Context: an optimization exercise on an open-source flow, tuned for small area, a short achievable clock period and few clock cycles per item. The choices shown serve that exercise and are no tape-out recipe.
In this exercise RTL edits were held to simulation tests only and were not proved equivalent to the original.
No activity file was given, so power comes from the tool's default toggle rates.

==> module flash_log_item_directory, before the edit <==
module flash_log_item_directory #(
    parameter int ENTRY_COUNT = 35
) (
    input  logic        i_clk,
    input  logic        i_rst_n,
    input  logic        i_s_axis_tvalid,
    output logic        o_s_axis_tready,
    input  logic [63:0] i_s_axis_tdata,   
    input  logic [1:0]  i_s_axis_tuser,   
    output logic        o_m_axis_tvalid,
    input  logic        i_m_axis_tready,
    output logic [47:0] o_m_axis_tdata,   
    output logic [1:0]  o_m_axis_tuser    
);
    localparam int N = ENTRY_COUNT;
    localparam logic [1:0] OP_RECORD     = 2'd0;
    localparam logic [1:0] OP_LOOKUP     = 2'd1;
    localparam logic [1:0] OP_INVALIDATE = 2'd2;
    logic [N-1:0][7:0]  r_id;
    logic [N-1:0][23:0] r_addr;
    logic [N-1:0][23:0] r_len;
    logic [N-1:0]       r_vld;    
    logic [N-1:0]       r_ge;     
    logic [N-1:0]       w_we;
    logic [7:0]         w_id;
    logic [23:0]        w_addr;
    logic [23:0]        w_len;
    logic               w_idff;
    logic        q_v;
    logic        q_rec, q_lk, q_inv, q_keyff;
    logic [7:0]  q_id;
    logic [7:0]  q_blk;
    logic        q_en;
    logic [23:0] q_addr;
    logic [23:0] q_len;
    logic         k_v;
    logic [1:0]   k_f;
    logic [N-1:0] k_sel;
    logic        o_v, o1_v, o_rdy;
    logic [49:0] o_d, o1_d;
    logic        fire;
    logic        drain;
    logic        take;
    logic        n_q_v, n_o1_v;
    assign fire            = q_v & ~o1_v;
    assign drain           = k_v & ~o1_v;
    assign take            = o_v & i_m_axis_tready;
    assign o_s_axis_tready = o_rdy;           
    assign q_en            = ~q_v | ~o1_v;
    assign o_m_axis_tvalid = o_v;
    assign o_m_axis_tdata  = o_d[47:0];
    assign o_m_axis_tuser  = o_d[49:48];
    logic [N-1:0] eq, beq, idff, cand, lm, clr, bsel;
    logic [N-1:0] c_hi, c_sel, l_lo, l_sel, we;
    logic         w_eq, w_beq;
    logic         any_c, any_chi, any_l, any_llo, sel_empty;
    logic [47:0]  lk_data;
    logic [1:0]   res_f;
    logic [49:0]  res;
    assign w_eq  = (w_id == q_id);
    assign w_beq = (w_addr[23:16] == q_blk);
    always_comb begin
        for (int p = 0; p < N; p++) begin
            eq[p]   = w_we[p] ? w_eq   : (r_id[p] == q_id);
            beq[p]  = w_we[p] ? w_beq  : (r_addr[p][23:16] == q_blk);
            idff[p] = w_we[p] ? w_idff : &r_id[p];
            cand[p] = ~r_vld[p] | idff[p] | eq[p];
            lm[p]   = q_lk & (r_vld[p] ? eq[p] : q_keyff);
            clr[p]  = r_vld[p] & ~idff[p] & beq[p];
            bsel[p] = r_ge[p] & ((p == 0) ? 1'b1 : ~r_ge[(p == 0) ? 0 : p - 1]);
        end
        c_hi = cand & r_ge;
        l_lo = lm & ~r_ge;
        any_c   = |cand;
        any_chi = |c_hi;
        any_l   = |lm;
        any_llo = |l_lo;
        for (int p = 0; p < N; p++) begin
            logic below_hi, below_c;
            below_hi = 1'b0;
            below_c  = 1'b0;
            for (int k = 0; k < p; k++) begin
                below_hi |= c_hi[k];
                below_c  |= cand[k];
            end
            c_sel[p] = any_chi ? (c_hi[p] & ~below_hi) : (cand[p] & ~below_c);
        end
        for (int p = 0; p < N; p++) begin
            logic above_lo, above_l;
            above_lo = 1'b0;
            above_l  = 1'b0;
            for (int k = p + 1; k < N; k++) begin
                above_lo |= l_lo[k];
                above_l  |= lm[k];
            end
            l_sel[p] = any_llo ? (l_lo[p] & ~above_lo) : (lm[p] & ~above_l);
        end
        we    = (fire & q_rec) ? (any_c ? c_sel : bsel) : '0;
        res_f = {q_rec & ~any_c, any_l};
        lk_data = '0;
        for (int p = 0; p < N; p++) begin
            lk_data |= {r_len[p], r_addr[p]} & {48{k_sel[p]}};
        end
        sel_empty = |(k_sel & ~r_vld);
        lk_data  |= {48{sel_empty}};
        res = {k_f, lk_data};
    end
    always_ff @(posedge i_clk) begin
        for (int p = 0; p < N; p++) begin
            if (w_we[p]) begin
                r_id[p]   <= w_id;
                r_addr[p] <= w_addr;
                r_len[p]  <= w_len;
            end
        end
        w_id   <= q_id;
        w_addr <= q_addr;
        w_len  <= q_len;
        w_idff <= q_keyff;
    end
    always_ff @(posedge i_clk) begin
        if (!i_rst_n) begin
            r_vld <= '0;
            r_ge  <= '1;
            w_we  <= '0;
        end else begin
            w_we <= we;
            if (fire & q_inv)
                r_vld <= r_vld & ~clr;
            else
                r_vld <= r_vld | we;
            if (fire & q_rec & ~any_c)
                r_ge <= (r_ge & ~bsel) | {N{bsel[N-1]}};
        end
    end
    always_ff @(posedge i_clk) begin
        if (q_en) begin
            q_rec   <= (i_s_axis_tuser == OP_RECORD);
            q_lk    <= (i_s_axis_tuser == OP_LOOKUP);
            q_inv   <= (i_s_axis_tuser == OP_INVALIDATE);
            q_keyff <= &i_s_axis_tdata[7:0];
            q_id    <= i_s_axis_tdata[7:0];
            q_blk   <= i_s_axis_tdata[63:56];
            q_addr  <= i_s_axis_tdata[31:8];
            q_len   <= i_s_axis_tdata[55:32];
        end
    end
    always_ff @(posedge i_clk) begin
        if (!o1_v) begin
            k_f   <= res_f;
            k_sel <= l_sel;
        end
        if (!o_v | take)
            o_d <= o1_v ? o1_d : res;
        if (!o1_v)
            o1_d <= res;
    end
    assign n_q_v  = (i_s_axis_tvalid & q_en) | (q_v & ~fire);
    assign n_o1_v = o1_v ? ~take : (drain & o_v & ~take);
    always_ff @(posedge i_clk) begin
        if (!i_rst_n) begin
            q_v   <= 1'b0;
            k_v   <= 1'b0;
            o_v   <= 1'b0;
            o1_v  <= 1'b0;
            o_rdy <= 1'b1;
        end else begin
            q_v   <= n_q_v;
            k_v   <= fire | (k_v & o1_v);
            o_v   <= o1_v | drain | (o_v & ~take);
            o1_v  <= n_o1_v;
            o_rdy <= ~n_q_v | ~n_o1_v;
        end
    end
endmodule
export LEC_CHECK = 0
export CAP_MARGIN = 20
export CORE_MARGIN = 2
export CORE_UTILIZATION = 40
export SETUP_SLACK_MARGIN = 4.5
export SLEW_MARGIN = 20
export TNS_END_PERCENT = 5
create_clock -name core_clock -period 8.0 [get_ports {i_clk}]
run.sh (not shown) runs the stock make flow with config.mk's settings and CLKGATE_MAP_FILE= SYNTH_SCRIPT=/design/flow/synth_recipe.tcl, a recipe that flattens the netlist after the stock synthesis.
Testbench counts at the start, summed over its fixed seeds: cycles 4,824, items 4,800.
==> next run, changes <==
--- a/flow/design.v
+++ b/flow/design.v
@@ -21,8 +21,11 @@
     logic [N-1:0][23:0] r_len;
     logic [N-1:0]       r_vld;    
     logic [N-1:0]       r_ge;     
     logic [N-1:0]       w_we;
+    logic               w_v;      
+    logic               w_chi;
+    logic [N-1:0]       w_a, w_b;
     logic [7:0]         w_id;
     logic [23:0]        w_addr;
     logic [23:0]        w_len;
     logic               w_idff;
@@ -35,8 +38,9 @@
     logic [23:0] q_len;
     logic         k_v;
     logic [1:0]   k_f;
     logic [N-1:0] k_sel;
+    logic [N-1:0] k_a, k_b;       
     logic        o_v, o1_v, o_rdy;
     logic [49:0] o_d, o1_d;
     logic        fire;
     logic        drain;
@@ -50,9 +54,9 @@
     assign o_m_axis_tvalid = o_v;
     assign o_m_axis_tdata  = o_d[47:0];
     assign o_m_axis_tuser  = o_d[49:48];
     logic [N-1:0] eq, beq, idff, cand, lm, clr, bsel;
-    logic [N-1:0] c_hi, c_sel, l_lo, l_sel, we;
+    logic [N-1:0] c_hi, c_sel_hi, c_sel_all, l_lo, l_sel_lo, l_sel_all, vld;
     logic         w_eq, w_beq;
     logic         any_c, any_chi, any_l, any_llo, sel_empty;
     logic [47:0]  lk_data;
     logic [1:0]   res_f;
@@ -60,14 +64,15 @@
     assign w_eq  = (w_id == q_id);
     assign w_beq = (w_addr[23:16] == q_blk);
     always_comb begin
         for (int p = 0; p < N; p++) begin
+            vld[p]  = r_vld[p] | w_we[p];
             eq[p]   = w_we[p] ? w_eq   : (r_id[p] == q_id);
             beq[p]  = w_we[p] ? w_beq  : (r_addr[p][23:16] == q_blk);
             idff[p] = w_we[p] ? w_idff : &r_id[p];
-            cand[p] = ~r_vld[p] | idff[p] | eq[p];
-            lm[p]   = q_lk & (r_vld[p] ? eq[p] : q_keyff);
-            clr[p]  = r_vld[p] & ~idff[p] & beq[p];
+            cand[p] = ~vld[p] | idff[p] | eq[p];
+            lm[p]   = q_lk & (vld[p] ? eq[p] : q_keyff);
+            clr[p]  = vld[p] & ~idff[p] & beq[p];
             bsel[p] = r_ge[p] & ((p == 0) ? 1'b1 : ~r_ge[(p == 0) ? 0 : p - 1]);
         end
         c_hi = cand & r_ge;
         l_lo = lm & ~r_ge;
@@ -82,9 +87,10 @@
             for (int k = 0; k < p; k++) begin
                 below_hi |= c_hi[k];
                 below_c  |= cand[k];
             end
-            c_sel[p] = any_chi ? (c_hi[p] & ~below_hi) : (cand[p] & ~below_c);
+            c_sel_hi[p]  = c_hi[p] & ~below_hi;
+            c_sel_all[p] = any_c ? (cand[p] & ~below_c) : bsel[p];
         end
         for (int p = 0; p < N; p++) begin
             logic above_lo, above_l;
             above_lo = 1'b0;
@@ -92,16 +98,17 @@
             for (int k = p + 1; k < N; k++) begin
                 above_lo |= l_lo[k];
                 above_l  |= lm[k];
             end
-            l_sel[p] = any_llo ? (l_lo[p] & ~above_lo) : (lm[p] & ~above_l);
+            l_sel_lo[p]  = l_lo[p] & ~above_lo;
+            l_sel_all[p] = lm[p] & ~above_l & ~any_llo;
         end
-        we    = (fire & q_rec) ? (any_c ? c_sel : bsel) : '0;
         res_f = {q_rec & ~any_c, any_l};
         lk_data = '0;
         for (int p = 0; p < N; p++) begin
             lk_data |= {r_len[p], r_addr[p]} & {48{k_sel[p]}};
         end
+        k_sel     = k_a | k_b;
         sel_empty = |(k_sel & ~r_vld);
         lk_data  |= {48{sel_empty}};
         res = {k_f, lk_data};
     end
@@ -117,19 +124,22 @@
         w_addr <= q_addr;
         w_len  <= q_len;
         w_idff <= q_keyff;
     end
+    assign w_we = {N{w_v}} & (w_chi ? w_a : w_b);
+    always_ff @(posedge i_clk) begin
+        w_chi <= any_chi;
+        w_a   <= c_sel_hi;
+        w_b   <= c_sel_all;
+    end
     always_ff @(posedge i_clk) begin
         if (!i_rst_n) begin
             r_vld <= '0;
             r_ge  <= '1;
-            w_we  <= '0;
+            w_v   <= 1'b0;
         end else begin
-            w_we <= we;
-            if (fire & q_inv)
-                r_vld <= r_vld & ~clr;
-            else
-                r_vld <= r_vld | we;
+            w_v   <= fire & q_rec;
+            r_vld <= vld & ~((fire & q_inv) ? clr : '0);
             if (fire & q_rec & ~any_c)
                 r_ge <= (r_ge & ~bsel) | {N{bsel[N-1]}};
         end
     end
@@ -147,9 +157,10 @@
     end
     always_ff @(posedge i_clk) begin
         if (!o1_v) begin
             k_f   <= res_f;
-            k_sel <= l_sel;
+            k_a   <= l_sel_lo;
+            k_b   <= l_sel_all;
         end
         if (!o_v | take)
             o_d <= o1_v ? o1_d : res;
         if (!o1_v)
=> The new run passed the timing, design-rule and antenna checks. Worst setup slack improves by 120 ps. Power is higher by about 1.5%. Core utilization is lower by 0.96 points. Final area barely changes. Worst hold slack improves by 11 ps. Maximum frequency is higher by 3.3%. Cell count is lower by 1.1%. Via count is lower by about 1.2%. Register-to-register slack improves by 120 ps. Non-clock buffer count is lower by 112. Clock-buffer cell count is higher by 8. Sequential power is higher by about 4%. Flip-flop and latch count is higher by 72.
Testbench counts after the change, summed over its fixed seeds: cycles 4,824, items 4,800.

==> afterwards: timing with drivers on the ports <==
The flow's constraints put no driver on any port. The routed layouts listed below were extracted and timed again, unchanged, in two steps.
Step 1 sets driving cells, clkbuf_16 on the clock port and buf_2 on the other inputs (assumed; they add their load-dependent delay and slew).
Step 2 times the ports against the registers' clock, not the clock port: input delays grow and output delays shrink by t, the midpoint of the rising clock arrivals with the driver on.
a / b / c = no drivers / after step 1 / after step 2; a / b = the first two.
run | t (ns) | setup slack, ns | worst hold slack (ns) | worst register clock-pin slew, ns | cell pins on the clock port's net
the first run | 0.982 | 4.119 / 4.119 / 4.119 | 0.305 / 0.305 / 0.305 | 0.07 / 0.07 | 1
the second run | 0.966 | 4.242 / 4.206 / 4.242 | 0.316 / 0.316 / 0.316 | 0.07 / 0.07 | 1
After both steps setup and hold are still met in every run listed.
